Background: an optimization exercise with open tools, aiming at a short achievable clock period and few clock cycles per item. Do not read the settings as production practice.
Where RTL was checked, it was by simulation tests only, not by an equivalence proof against the original.

==> maple: inputs <==
## dual_adc_moving_average_scaler_unit
module dual_adc_moving_average_scaler_unit (
	input  wire logic                   clk,
	input  wire logic                   arst_n,
	input  wire logic                   psel,
	input  wire logic                   penable,
	input  wire logic                   pwrite,
	input  wire logic [PADDR_W-1:0]     paddr,
	input  wire logic [PDATA_W-1:0]     pwdata,
	output logic      [PDATA_W-1:0]     prdata,
	output logic                        pready,
	input  wire logic                   in_valid,
	output logic                        in_ready,
	input  wire logic [SAMPLE_BITS-1:0] battery_sample,
	input  wire logic [SAMPLE_BITS-1:0] thermistor_sample,
	output logic                        out_valid,
	input  wire logic                   out_ready,
	output logic      [OUT_W-1:0]       battery_mv,
	output logic signed [OUT_W-1:0]     temperature_centi_c,
	output logic                        window_full
);
Settings: LEC_CHECK=0, ABC_CLOCK_PERIOD_IN_PS=2000, CAP_MARGIN=20, CORE_MARGIN=2, CORE_UTILIZATION=55, SETUP_SLACK_MARGIN=5, SLEW_MARGIN=20; clock period 8.0 ns.
run.sh (not shown) runs the stock make flow with config.mk's settings and CLKGATE_MAP_FILE= SYNTH_SCRIPT=/design/flow/synth_recipe.tcl, a recipe that flattens the netlist after the stock synthesis.
==> inputs of harbor, as changes to maple <==
--- a/flow/design.v
+++ b/flow/design.v
@@ -255,11 +255,11 @@
 	output logic      [V_W-1:0]     v1,
 	output logic      [V_W+1:0]     v3,
 	output logic      [17:0]        noffs
 );
 	localparam logic [3:0] ST_READY = 4'd12;
-	localparam logic [3:0] ST_DONE  = 4'd13;
+	localparam logic [3:0] ST_DONE  = 4'd12;
 	logic [3:0]       st_q;
 	logic [3:0]       st_d;
 	logic [14:0]      vr3_q;
 	logic [13:0]      kacc_q;
 	logic [3:0]       kd_q;
@@ -267,19 +267,16 @@
 	logic [15:0]      rsh_q;
 	logic [14:0]      kpa;
 	logic [14:0]      kpb;
 	logic [17:0]      ksum;
 	logic [16:0]      mk_q;
-	logic [14:0]      kpa_q;
-	logic [14:0]      kpb_q;
 	logic [ACC_W-1:0] tm_q;
 	logic [ACC_W-1:0] tmul;
 	logic [52:0]      acc_q;
 	logic [ACC_W-1:0] acc_sum;
 	logic [G_W+1:0]   g3_q;
 	logic [25:0]      g3lo_q;
-	logic [G_W+1-24:0] g3hi;
 	logic [G_W-1:0]   g1d_q;
 	logic [V_W-1:0]   v1_q;
 	logic [18:0]      vx_q;
 	logic [25:0]      vz_q;
 	logic [20:0]      vx3_q;
@@ -339,41 +336,39 @@
 			4'd14: tmul = ACC_W'(BC) * ACC_W'(14);
 			4'd15: tmul = ACC_W'(BC) * ACC_W'(15);
 		endcase
 	end
 	assign acc_sum = ACC_W'(acc_q) + tm_q;
-	assign g3hi = {1'b0, g1d_q[G_W-1:25], 1'b1} + {2'b0, g1d_q[G_W-1:24], g3lo_q[25]};
 	always_ff @(posedge clk) begin
 		vr3_q <= 15'(vref) + (15'(vref) << 1);
-		kpa_q <= kpa;
-		kpb_q <= kpb;
-		mk_q  <= 17'(kpa_q) + (17'(kpb_q) << 2);
+		mk_q <= 17'(kpa) + (17'(kpb) << 2);
 		if (st_q == 4'd0) begin
 			rsh_q  <= ratio;
 			kacc_q <= '0;
 		end else begin
 			rsh_q <= rsh_q >> 4;
 		end
-		if (st_q >= 4'd3) begin
+		if (st_q >= 4'd2) begin
 			kd_q   <= ksum[3:0];
 			kacc_q <= ksum[17:4];
 		end
 		tm_q <= tmul;
-		if (st_q == 4'd4) begin
+		if (st_q == 4'd3) begin
 			acc_q <= 53'd1 << 32;
-		end else if (st_q >= 4'd5 && st_q <= 4'd12) begin
+		end else if (st_q >= 4'd4 && st_q <= 4'd11) begin
 			acc_q <= 53'(acc_sum >> 4);
 		end
 		vx_q  <= 19'(vref) + (19'(vref) << 5);
 		vz_q  <= 26'(vref) + (26'(vref) << 12);
 		v1_q  <= V_W'(vx_q) + (V_W'(vz_q) << 17);
 		vx3_q <= 21'(vr3_q) + (21'(vr3_q) << 5);
 		vz3_q <= 28'(vr3_q) + (28'(vr3_q) << 12);
 		v3_q  <= (V_W + 2)'(vx3_q) + ((V_W + 2)'(vz3_q) << 17);
 		g1d_q   <= acc_q[G_W-1:0];
 		g3lo_q  <= 26'(acc_q[24:0]) + 26'({acc_q[23:0], 1'b0});
-		g3_q    <= {g3hi[G_W+1-25+1:1], g3lo_q[24:0]};
+		g3_q    <= {(G_W + 2 - 25)'(g1d_q[G_W-1:25]) + (G_W + 2 - 25)'(g1d_q[G_W-1:24]) + (G_W + 2 - 25)'(g3lo_q[25]),
+		            g3lo_q[24:0]};
 		o10_q   <= (14'(offs) << 3) + (14'(offs) << 1);
 		noffs_q <= 18'd0 - 18'(o10_q);
 	end
 	assign g1    = acc_q[G_W-1:0];
 	assign g3    = g3_q;
@@ -421,12 +416,12 @@
 	logic            fy_q;
 	logic [BP_W-1:0] bs2;
 	logic [BP_W-1:0] bc2;
 	logic [TP_W-1:0] ts2;
 	logic [TP_W-1:0] tc2;
-	localparam int unsigned BLO = 20;
-	localparam int unsigned TLO = 18;
+	localparam int unsigned BLO = 23;
+	localparam int unsigned TLO = 20;
 	logic [BP_W-1:0] by_d [2];
 	logic [TP_W-1:0] ty_d [2];
 	logic [BLO:0]    bll;
 	logic [TLO:0]    tll;
 	logic            bcl_q;
CORE_UTILIZATION = 45   (was 55)
==> inputs of juniper, as changes to maple <==
--- a/flow/design.v
+++ b/flow/design.v
@@ -255,11 +255,11 @@
 	output logic      [V_W-1:0]     v1,
 	output logic      [V_W+1:0]     v3,
 	output logic      [17:0]        noffs
 );
 	localparam logic [3:0] ST_READY = 4'd12;
-	localparam logic [3:0] ST_DONE  = 4'd13;
+	localparam logic [3:0] ST_DONE  = 4'd12;
 	logic [3:0]       st_q;
 	logic [3:0]       st_d;
 	logic [14:0]      vr3_q;
 	logic [13:0]      kacc_q;
 	logic [3:0]       kd_q;
@@ -267,19 +267,16 @@
 	logic [15:0]      rsh_q;
 	logic [14:0]      kpa;
 	logic [14:0]      kpb;
 	logic [17:0]      ksum;
 	logic [16:0]      mk_q;
-	logic [14:0]      kpa_q;
-	logic [14:0]      kpb_q;
 	logic [ACC_W-1:0] tm_q;
 	logic [ACC_W-1:0] tmul;
 	logic [52:0]      acc_q;
 	logic [ACC_W-1:0] acc_sum;
 	logic [G_W+1:0]   g3_q;
 	logic [25:0]      g3lo_q;
-	logic [G_W+1-24:0] g3hi;
 	logic [G_W-1:0]   g1d_q;
 	logic [V_W-1:0]   v1_q;
 	logic [18:0]      vx_q;
 	logic [25:0]      vz_q;
 	logic [20:0]      vx3_q;
@@ -339,41 +336,39 @@
 			4'd14: tmul = ACC_W'(BC) * ACC_W'(14);
 			4'd15: tmul = ACC_W'(BC) * ACC_W'(15);
 		endcase
 	end
 	assign acc_sum = ACC_W'(acc_q) + tm_q;
-	assign g3hi = {1'b0, g1d_q[G_W-1:25], 1'b1} + {2'b0, g1d_q[G_W-1:24], g3lo_q[25]};
 	always_ff @(posedge clk) begin
 		vr3_q <= 15'(vref) + (15'(vref) << 1);
-		kpa_q <= kpa;
-		kpb_q <= kpb;
-		mk_q  <= 17'(kpa_q) + (17'(kpb_q) << 2);
+		mk_q <= 17'(kpa) + (17'(kpb) << 2);
 		if (st_q == 4'd0) begin
 			rsh_q  <= ratio;
 			kacc_q <= '0;
 		end else begin
 			rsh_q <= rsh_q >> 4;
 		end
-		if (st_q >= 4'd3) begin
+		if (st_q >= 4'd2) begin
 			kd_q   <= ksum[3:0];
 			kacc_q <= ksum[17:4];
 		end
 		tm_q <= tmul;
-		if (st_q == 4'd4) begin
+		if (st_q == 4'd3) begin
 			acc_q <= 53'd1 << 32;
-		end else if (st_q >= 4'd5 && st_q <= 4'd12) begin
+		end else if (st_q >= 4'd4 && st_q <= 4'd11) begin
 			acc_q <= 53'(acc_sum >> 4);
 		end
 		vx_q  <= 19'(vref) + (19'(vref) << 5);
 		vz_q  <= 26'(vref) + (26'(vref) << 12);
 		v1_q  <= V_W'(vx_q) + (V_W'(vz_q) << 17);
 		vx3_q <= 21'(vr3_q) + (21'(vr3_q) << 5);
 		vz3_q <= 28'(vr3_q) + (28'(vr3_q) << 12);
 		v3_q  <= (V_W + 2)'(vx3_q) + ((V_W + 2)'(vz3_q) << 17);
 		g1d_q   <= acc_q[G_W-1:0];
 		g3lo_q  <= 26'(acc_q[24:0]) + 26'({acc_q[23:0], 1'b0});
-		g3_q    <= {g3hi[G_W+1-25+1:1], g3lo_q[24:0]};
+		g3_q    <= {(G_W + 2 - 25)'(g1d_q[G_W-1:25]) + (G_W + 2 - 25)'(g1d_q[G_W-1:24]) + (G_W + 2 - 25)'(g3lo_q[25]),
+		            g3lo_q[24:0]};
 		o10_q   <= (14'(offs) << 3) + (14'(offs) << 1);
 		noffs_q <= 18'd0 - 18'(o10_q);
 	end
 	assign g1    = acc_q[G_W-1:0];
 	assign g3    = g3_q;
@@ -421,12 +416,12 @@
 	logic            fy_q;
 	logic [BP_W-1:0] bs2;
 	logic [BP_W-1:0] bc2;
 	logic [TP_W-1:0] ts2;
 	logic [TP_W-1:0] tc2;
-	localparam int unsigned BLO = 20;
-	localparam int unsigned TLO = 18;
+	localparam int unsigned BLO = 23;
+	localparam int unsigned TLO = 20;
 	logic [BP_W-1:0] by_d [2];
 	logic [TP_W-1:0] ty_d [2];
 	logic [BLO:0]    bll;
 	logic [TLO:0]    tll;
 	logic            bcl_q;
@@ -673,16 +668,12 @@
 		.out_full (out_full)
 	);
 	assign room_nxt = (inflight <= 3'd3)
 	                | ((inflight == 3'd4) & ~(accept & ~pop))
 	                | ((inflight == 3'd5) & pop & ~accept);
-	always_ff @(posedge clk or negedge arst_n) begin
-		if (!arst_n) begin
-			in_ready_q <= 1'b0;
-		end else begin
-			in_ready_q <= cfg_ready_nxt & room_nxt;
-		end
+	always_ff @(posedge clk) begin
+		in_ready_q <= cfg_ready_nxt & room_nxt;
 	end
 	assign in_ready            = in_ready_q;
 	assign out_valid           = out_v;
 	assign battery_mv          = out_batt;
 	assign temperature_centi_c = $signed(out_temp);
CAP_MARGIN = 40   (was 20)
CORE_UTILIZATION = 50   (was 55)
SLEW_MARGIN = 40   (was 20)
==> inputs of indigo, as changes to maple <==
--- a/flow/design.v
+++ b/flow/design.v
@@ -83,12 +83,16 @@
 			REG_RATIO: rd_d = ratio_q;
 			REG_DROP:  rd_d = 16'(drop_q);
 			REG_OFFS:  rd_d = 16'(offs_q);
 		endcase
 	end
-	always_ff @(posedge clk) begin
-		rd_q <= rd_d;
+	always_ff @(posedge clk or negedge arst_n) begin
+		if (!arst_n) begin
+			rd_q <= '0;
+		end else begin
+			rd_q <= rd_d;
+		end
 	end
 	assign prdata = {16'd0, rd_q};
 	assign vref   = vref_q;
 	assign ratio  = ratio_q;
 	assign drop   = drop_q;
@@ -109,119 +113,91 @@
 	output logic      [SUM_W-1:0]       bsum,
 	output logic      [SUM_W-1:0]       tsum,
 	output logic                        full
 );
 	localparam int unsigned ENT_W = 2 * SUM_W + 1;
-	localparam int unsigned NQ    = 5;
-	logic [SAMPLE_BITS-1:0] bring [WINDOW_LEN];
-	logic [SAMPLE_BITS-1:0] tring [WINDOW_LEN];
+	localparam int unsigned NQ    = 4;
+	logic [SAMPLE_BITS-1:0] bring [WINDOW_LEN-1];
+	logic [SAMPLE_BITS-1:0] tring [WINDOW_LEN-1];
 	logic [3:0]             fill_q;
-	logic                   full_ok;
 	logic                   old_ok;
 	logic [SAMPLE_BITS-1:0] bold;
 	logic [SAMPLE_BITS-1:0] told;
 	logic                   a0_q;
 	logic [SAMPLE_BITS-1:0] bin0_q;
 	logic [SAMPLE_BITS-1:0] tin0_q;
 	logic                   full0_q;
-	logic [SAMPLE_BITS-1:0] bold0_q;
-	logic [SAMPLE_BITS-1:0] told0_q;
 	logic                   a1_q;
 	logic [SAMPLE_BITS-1:0] bin1_q;
 	logic [SAMPLE_BITS-1:0] tin1_q;
 	logic [SUM_W-1:0]       bdif1_q;
 	logic [SUM_W-1:0]       tdif1_q;
 	logic                   full1_q;
-	logic                   a2_q;
-	logic                   full2_q;
-	logic [SUM_W-1:0]       b10_q;
-	logic [SUM_W-1:0]       t10_q;
+	logic [SUM_W-1:0]       b9_q;
+	logic [SUM_W-1:0]       t9_q;
+	logic [SUM_W-1:0]       bsum_d;
+	logic [SUM_W-1:0]       tsum_d;
 	logic [ENT_W-1:0]       ent_d;
 	logic [ENT_W-1:0]       ent_q [NQ];
 	logic [2:0]             cnt_q;
 	logic [2:0]             cnt_d;
-	logic [NQ-1:0]          wr_np;
-	logic [NQ-1:0]          wr_p;
-	logic [NQ-1:0]          we;
-	assign full_ok = (fill_q >= 4'(WINDOW_LEN - 1));
-	assign old_ok  = (fill_q >= 4'(WINDOW_LEN));
-	always_comb begin
-		if (!old_ok) begin
-			bold = '0;
-			told = '0;
-		end else if (a0_q && a1_q) begin
-			bold = bring[WINDOW_LEN-3];
-			told = tring[WINDOW_LEN-3];
-		end else if (a0_q || a1_q) begin
-			bold = bring[WINDOW_LEN-2];
-			told = tring[WINDOW_LEN-2];
-		end else begin
-			bold = bring[WINDOW_LEN-1];
-			told = tring[WINDOW_LEN-1];
-		end
-	end
+	logic [2:0]             wslot;
+	assign old_ok = (fill_q >= 4'(WINDOW_LEN - 1));
 	always_ff @(posedge clk) begin
 		bin0_q  <= battery_sample;
 		tin0_q  <= thermistor_sample;
-		full0_q <= full_ok;
-		bold0_q <= bold;
-		told0_q <= told;
+		full0_q <= old_ok;
 	end
 	always_ff @(posedge clk or negedge arst_n) begin
 		if (!arst_n) begin
 			a0_q   <= 1'b0;
 			a1_q   <= 1'b0;
-			a2_q   <= 1'b0;
 			fill_q <= '0;
 		end else begin
 			a0_q <= accept;
 			a1_q <= a0_q;
-			a2_q <= a1_q;
 			if (accept && !old_ok) begin
 				fill_q <= fill_q + 4'd1;
 			end
 		end
 	end
+	assign bold = !full0_q ? '0 : (a1_q ? bring[WINDOW_LEN-3] : bring[WINDOW_LEN-2]);
+	assign told = !full0_q ? '0 : (a1_q ? tring[WINDOW_LEN-3] : tring[WINDOW_LEN-2]);
 	always_ff @(posedge clk) begin
 		bin1_q  <= bin0_q;
 		tin1_q  <= tin0_q;
-		bdif1_q <= SUM_W'(bin0_q) - SUM_W'(bold0_q);
-		tdif1_q <= SUM_W'(tin0_q) - SUM_W'(told0_q);
+		bdif1_q <= SUM_W'(bin0_q) - SUM_W'(bold);
+		tdif1_q <= SUM_W'(tin0_q) - SUM_W'(told);
 		full1_q <= full0_q;
-		full2_q <= full1_q;
 	end
 	always_ff @(posedge clk) begin
 		if (a1_q) begin
 			bring[0] <= bin1_q;
 			tring[0] <= tin1_q;
-			for (int i = 1; i < WINDOW_LEN; i++) begin
+			for (int i = 1; i < WINDOW_LEN - 1; i++) begin
 				bring[i] <= bring[i-1];
 				tring[i] <= tring[i-1];
 			end
 		end
 	end
+	assign bsum_d = b9_q + SUM_W'(bin1_q);
+	assign tsum_d = t9_q + SUM_W'(tin1_q);
+	assign ent_d  = {bsum_d, tsum_d, full1_q};
 	always_ff @(posedge clk or negedge arst_n) begin
 		if (!arst_n) begin
-			b10_q <= '0;
-			t10_q <= '0;
+			b9_q <= '0;
+			t9_q <= '0;
 		end else if (a1_q) begin
-			b10_q <= b10_q + bdif1_q;
-			t10_q <= t10_q + tdif1_q;
-		end
-	end
-	assign ent_d = {b10_q, t10_q, full2_q};
-	assign cnt_d = pop ? (cnt_q + 3'(a2_q) - 3'd1) : (cnt_q + 3'(a2_q));
-	always_comb begin
-		for (int i = 0; i < NQ; i++) begin
-			wr_np[i] = a2_q && (cnt_q == 3'(i));
-			wr_p[i]  = a2_q && (cnt_q == 3'(i + 1));
-			we[i]    = pop ? wr_p[i] : wr_np[i];
+			b9_q <= b9_q + bdif1_q;
+			t9_q <= t9_q + tdif1_q;
 		end
 	end
+	assign cnt_d = cnt_q + 3'(a1_q) - 3'(pop);
+	assign wslot = cnt_q - 3'(pop);
 	always_ff @(posedge clk) begin
 		for (int i = 0; i < NQ; i++) begin
-			if (we[i]) begin
+			if (a1_q && wslot == 3'(i)) begin
 				ent_q[i] <= ent_d;
 			end else if (pop && i < NQ - 1) begin
 				ent_q[i] <= ent_q[(i < NQ - 1) ? i + 1 : i];
 			end
 		end
@@ -232,11 +208,11 @@
 		end else begin
 			cnt_q <= cnt_d;
 		end
 	end
 	assign avail    = (cnt_q != 3'd0);
-	assign inflight = cnt_q + 3'(a0_q) + 3'(a1_q) + 3'(a2_q);
+	assign inflight = cnt_q + 3'(a0_q) + 3'(a1_q);
 	assign bsum     = ent_q[0][ENT_W-1 -: SUM_W];
 	assign tsum     = ent_q[0][1 +: SUM_W];
 	assign full     = ent_q[0][0];
 endmodule
 `default_nettype wire
@@ -255,11 +231,11 @@
 	output logic      [V_W-1:0]     v1,
 	output logic      [V_W+1:0]     v3,
 	output logic      [17:0]        noffs
 );
 	localparam logic [3:0] ST_READY = 4'd12;
-	localparam logic [3:0] ST_DONE  = 4'd13;
+	localparam logic [3:0] ST_DONE  = 4'd12;
 	logic [3:0]       st_q;
 	logic [3:0]       st_d;
 	logic [14:0]      vr3_q;
 	logic [13:0]      kacc_q;
 	logic [3:0]       kd_q;
@@ -267,19 +243,16 @@
 	logic [15:0]      rsh_q;
 	logic [14:0]      kpa;
 	logic [14:0]      kpb;
 	logic [17:0]      ksum;
 	logic [16:0]      mk_q;
-	logic [14:0]      kpa_q;
-	logic [14:0]      kpb_q;
 	logic [ACC_W-1:0] tm_q;
 	logic [ACC_W-1:0] tmul;
 	logic [52:0]      acc_q;
 	logic [ACC_W-1:0] acc_sum;
 	logic [G_W+1:0]   g3_q;
 	logic [25:0]      g3lo_q;
-	logic [G_W+1-24:0] g3hi;
 	logic [G_W-1:0]   g1d_q;
 	logic [V_W-1:0]   v1_q;
 	logic [18:0]      vx_q;
 	logic [25:0]      vz_q;
 	logic [20:0]      vx3_q;
@@ -339,41 +312,39 @@
 			4'd14: tmul = ACC_W'(BC) * ACC_W'(14);
 			4'd15: tmul = ACC_W'(BC) * ACC_W'(15);
 		endcase
 	end
 	assign acc_sum = ACC_W'(acc_q) + tm_q;
-	assign g3hi = {1'b0, g1d_q[G_W-1:25], 1'b1} + {2'b0, g1d_q[G_W-1:24], g3lo_q[25]};
 	always_ff @(posedge clk) begin
 		vr3_q <= 15'(vref) + (15'(vref) << 1);
-		kpa_q <= kpa;
-		kpb_q <= kpb;
-		mk_q  <= 17'(kpa_q) + (17'(kpb_q) << 2);
+		mk_q <= 17'(kpa) + (17'(kpb) << 2);
 		if (st_q == 4'd0) begin
 			rsh_q  <= ratio;
 			kacc_q <= '0;
 		end else begin
 			rsh_q <= rsh_q >> 4;
 		end
-		if (st_q >= 4'd3) begin
+		if (st_q >= 4'd2) begin
 			kd_q   <= ksum[3:0];
 			kacc_q <= ksum[17:4];
 		end
 		tm_q <= tmul;
-		if (st_q == 4'd4) begin
+		if (st_q == 4'd3) begin
 			acc_q <= 53'd1 << 32;
-		end else if (st_q >= 4'd5 && st_q <= 4'd12) begin
+		end else if (st_q >= 4'd4 && st_q <= 4'd11) begin
 			acc_q <= 53'(acc_sum >> 4);
 		end
 		vx_q  <= 19'(vref) + (19'(vref) << 5);
 		vz_q  <= 26'(vref) + (26'(vref) << 12);
 		v1_q  <= V_W'(vx_q) + (V_W'(vz_q) << 17);
 		vx3_q <= 21'(vr3_q) + (21'(vr3_q) << 5);
 		vz3_q <= 28'(vr3_q) + (28'(vr3_q) << 12);
 		v3_q  <= (V_W + 2)'(vx3_q) + ((V_W + 2)'(vz3_q) << 17);
 		g1d_q   <= acc_q[G_W-1:0];
 		g3lo_q  <= 26'(acc_q[24:0]) + 26'({acc_q[23:0], 1'b0});
-		g3_q    <= {g3hi[G_W+1-25+1:1], g3lo_q[24:0]};
+		g3_q    <= {(G_W + 2 - 25)'(g1d_q[G_W-1:25]) + (G_W + 2 - 25)'(g1d_q[G_W-1:24]) + (G_W + 2 - 25)'(g3lo_q[25]),
+		            g3lo_q[24:0]};
 		o10_q   <= (14'(offs) << 3) + (14'(offs) << 1);
 		noffs_q <= 18'd0 - 18'(o10_q);
 	end
 	assign g1    = acc_q[G_W-1:0];
 	assign g3    = g3_q;
@@ -421,12 +392,12 @@
 	logic            fy_q;
 	logic [BP_W-1:0] bs2;
 	logic [BP_W-1:0] bc2;
 	logic [TP_W-1:0] ts2;
 	logic [TP_W-1:0] tc2;
-	localparam int unsigned BLO = 20;
-	localparam int unsigned TLO = 18;
+	localparam int unsigned BLO = 23;
+	localparam int unsigned TLO = 20;
 	logic [BP_W-1:0] by_d [2];
 	logic [TP_W-1:0] ty_d [2];
 	logic [BLO:0]    bll;
 	logic [TLO:0]    tll;
 	logic            bcl_q;
@@ -604,11 +575,11 @@
 	logic               full;
 	logic               out_v;
 	logic [OUT_W-1:0]   out_batt;
 	logic [OUT_W-1:0]   out_temp;
 	logic               out_full;
-	logic               room_nxt;
+	logic [2:0]         inflight_nxt;
 	damsu_regs u_regs (
 		.clk     (clk),
 		.arst_n  (arst_n),
 		.psel    (psel),
 		.penable (penable),
@@ -670,18 +641,16 @@
 		.out_v    (out_v),
 		.out_batt (out_batt),
 		.out_temp (out_temp),
 		.out_full (out_full)
 	);
-	assign room_nxt = (inflight <= 3'd3)
-	                | ((inflight == 3'd4) & ~(accept & ~pop))
-	                | ((inflight == 3'd5) & pop & ~accept);
+	assign inflight_nxt = inflight + 3'(accept) - 3'(pop);
 	always_ff @(posedge clk or negedge arst_n) begin
 		if (!arst_n) begin
 			in_ready_q <= 1'b0;
 		end else begin
-			in_ready_q <= cfg_ready_nxt & room_nxt;
+			in_ready_q <= cfg_ready_nxt & (inflight_nxt <= 3'd3);
 		end
 	end
 	assign in_ready            = in_ready_q;
 	assign out_valid           = out_v;
 	assign battery_mv          = out_batt;
CORE_UTILIZATION = 50   (was 55)
==> results.py <==
metrics = {
    "yosys": {
        "seq_area_frac_synth_pct": 46.2,
        "synth.area.mux_share_pct": 11.5,
        "synthCells": 7894,
        "async_flop_share_pct": 5.79,
    },
    "finish": {
        "nNonClkBuffers": 325,
        "multi_input_area_um2": 49600,
        "fill_cells": 16000,
        "ff_latch_area_um2": 45700,
        "nets": 9098,
        "diodes": 3,
        "final_area_um2": 111000,
    },
    "status": {
        "outcome": "timing/DRC/antenna clean",
    },
    "timing": {
        "clock.fmax_mhz": 332,
    },
    "clocking": {
        "cts_buffers": 184,
    },
    "floorplanning": {
        "die_w_um": 448,
    },
}
[end of results for juniper]
==> results.py <==
metrics = {
    "yosys": {
        "synthSimpleGateAreaFrac_pct": 6.07,
        "synth.area.mux_share_pct": 11.0,
        "synthCells": 7816,
        "async_flop_share_pct": 7.06,
        "seq_area_frac_synth_pct": 44.9,
    },
    "finish": {
        "diodes": 1,
        "final_area_um2": 108000,
        "multi_input_area_um2": 50200,
        "ff_latch_area_um2": 43300,
    },
    "status": {
        "outcome": "timing/DRC/antenna clean",
    },
    "detailed_routing": {
        "top_layer_used": "met5",
    },
    "timing": {
        "clock.fmax_mhz": 313,
    },
}
[end of results for indigo]
==> results.py <==
metrics = {
    "yosys": {
        "synth.area.mux_share_pct": 11.5,
        "synthCells": 7894,
        "synth-seq-cells": 1711,
    },
    "finish": {
        "final_area_um2": 111000,
        "diodes": 13,
        "multi_input_area_um2": 49700,
        "nets": 9082,
        "fill_cells": 18400,
        "nNonClkBuffers": 300,
        "ff_latch_area_um2": 45800,
    },
    "timing": {
        "clock.fmax_mhz": 322,
    },
    "status": {
        "outcome": "timing/DRC/antenna clean",
    },
    "global_routing": {
        "antenna_found_initial": 8,
    },
    "clocking": {
        "cts_buffers": 188,
    },
}
[end of results for harbor]
==> results.py <==
metrics = {
    "finish": {
        "diodes": 4,
        "final_common_cell": "edfxtp_1",
        "nets": 9044,
        "fill_cells": 13900,
        "ff_latch_area_um2": 46600,
        "final_area_um2": 111000,
        "multi_input_area_um2": 49400,
        "nNonClkBuffers": 288,
    },
    "timing": {
        "clock.fmax_mhz": 320,
    },
    "floorplanning": {
        "pin_count": 137,
        "die_w_um": 428,
    },
    "yosys": {
        "seq_area_frac_synth_pct": 46.9,
        "synth.area.mux_share_pct": 11.3,
        "async_flop_share_pct": 5.71,
        "synthCells": 7881,
    },
    "status": {
        "outcome": "timing/DRC/antenna clean",
    },
    "clocking": {
        "cts_buffers": 187,
    },
}
[end of results for maple]
Testbench counts of juniper, summed over its fixed seeds: cycles 3,264, items 3,200.
No functional check of the RTL was part of maple, harbor and indigo.

afterwards: timing with drivers on the ports:
How much do the figures lean on ideal ports? The routed layouts below were timed once more, with nothing changed but the port constraints.
Step 1: set_driving_cell puts a clkbuf_16 on clk and a buf_2 on each other input, an assumption about the parent block.
Step 2 adds t to the input delays and takes it off the output delays; t is the mean of the earliest and latest rising clock arrival at the registers after step 1. Input paths then give back, and output paths get back, about the clock's delay inside the block.
Three values: ideal, step 1, step 2; two values: the first two.
run	t (ns)	slack for setup (ns)	cell pins on the clock port's net
maple	0.901	4.876 / 4.802 / 4.186	1
harbor	0.933	4.899 / 4.810 / 4.144	1
juniper	0.916	4.992 / 4.897 / 4.177	1
indigo	0.905	4.801 / 4.801 / 4.054	1
After both steps setup and hold are still met in every run listed. For juniper, which loses most, drivers alone change the setup slack by -0.095 ns; drivers and shift together by -0.815 ns.
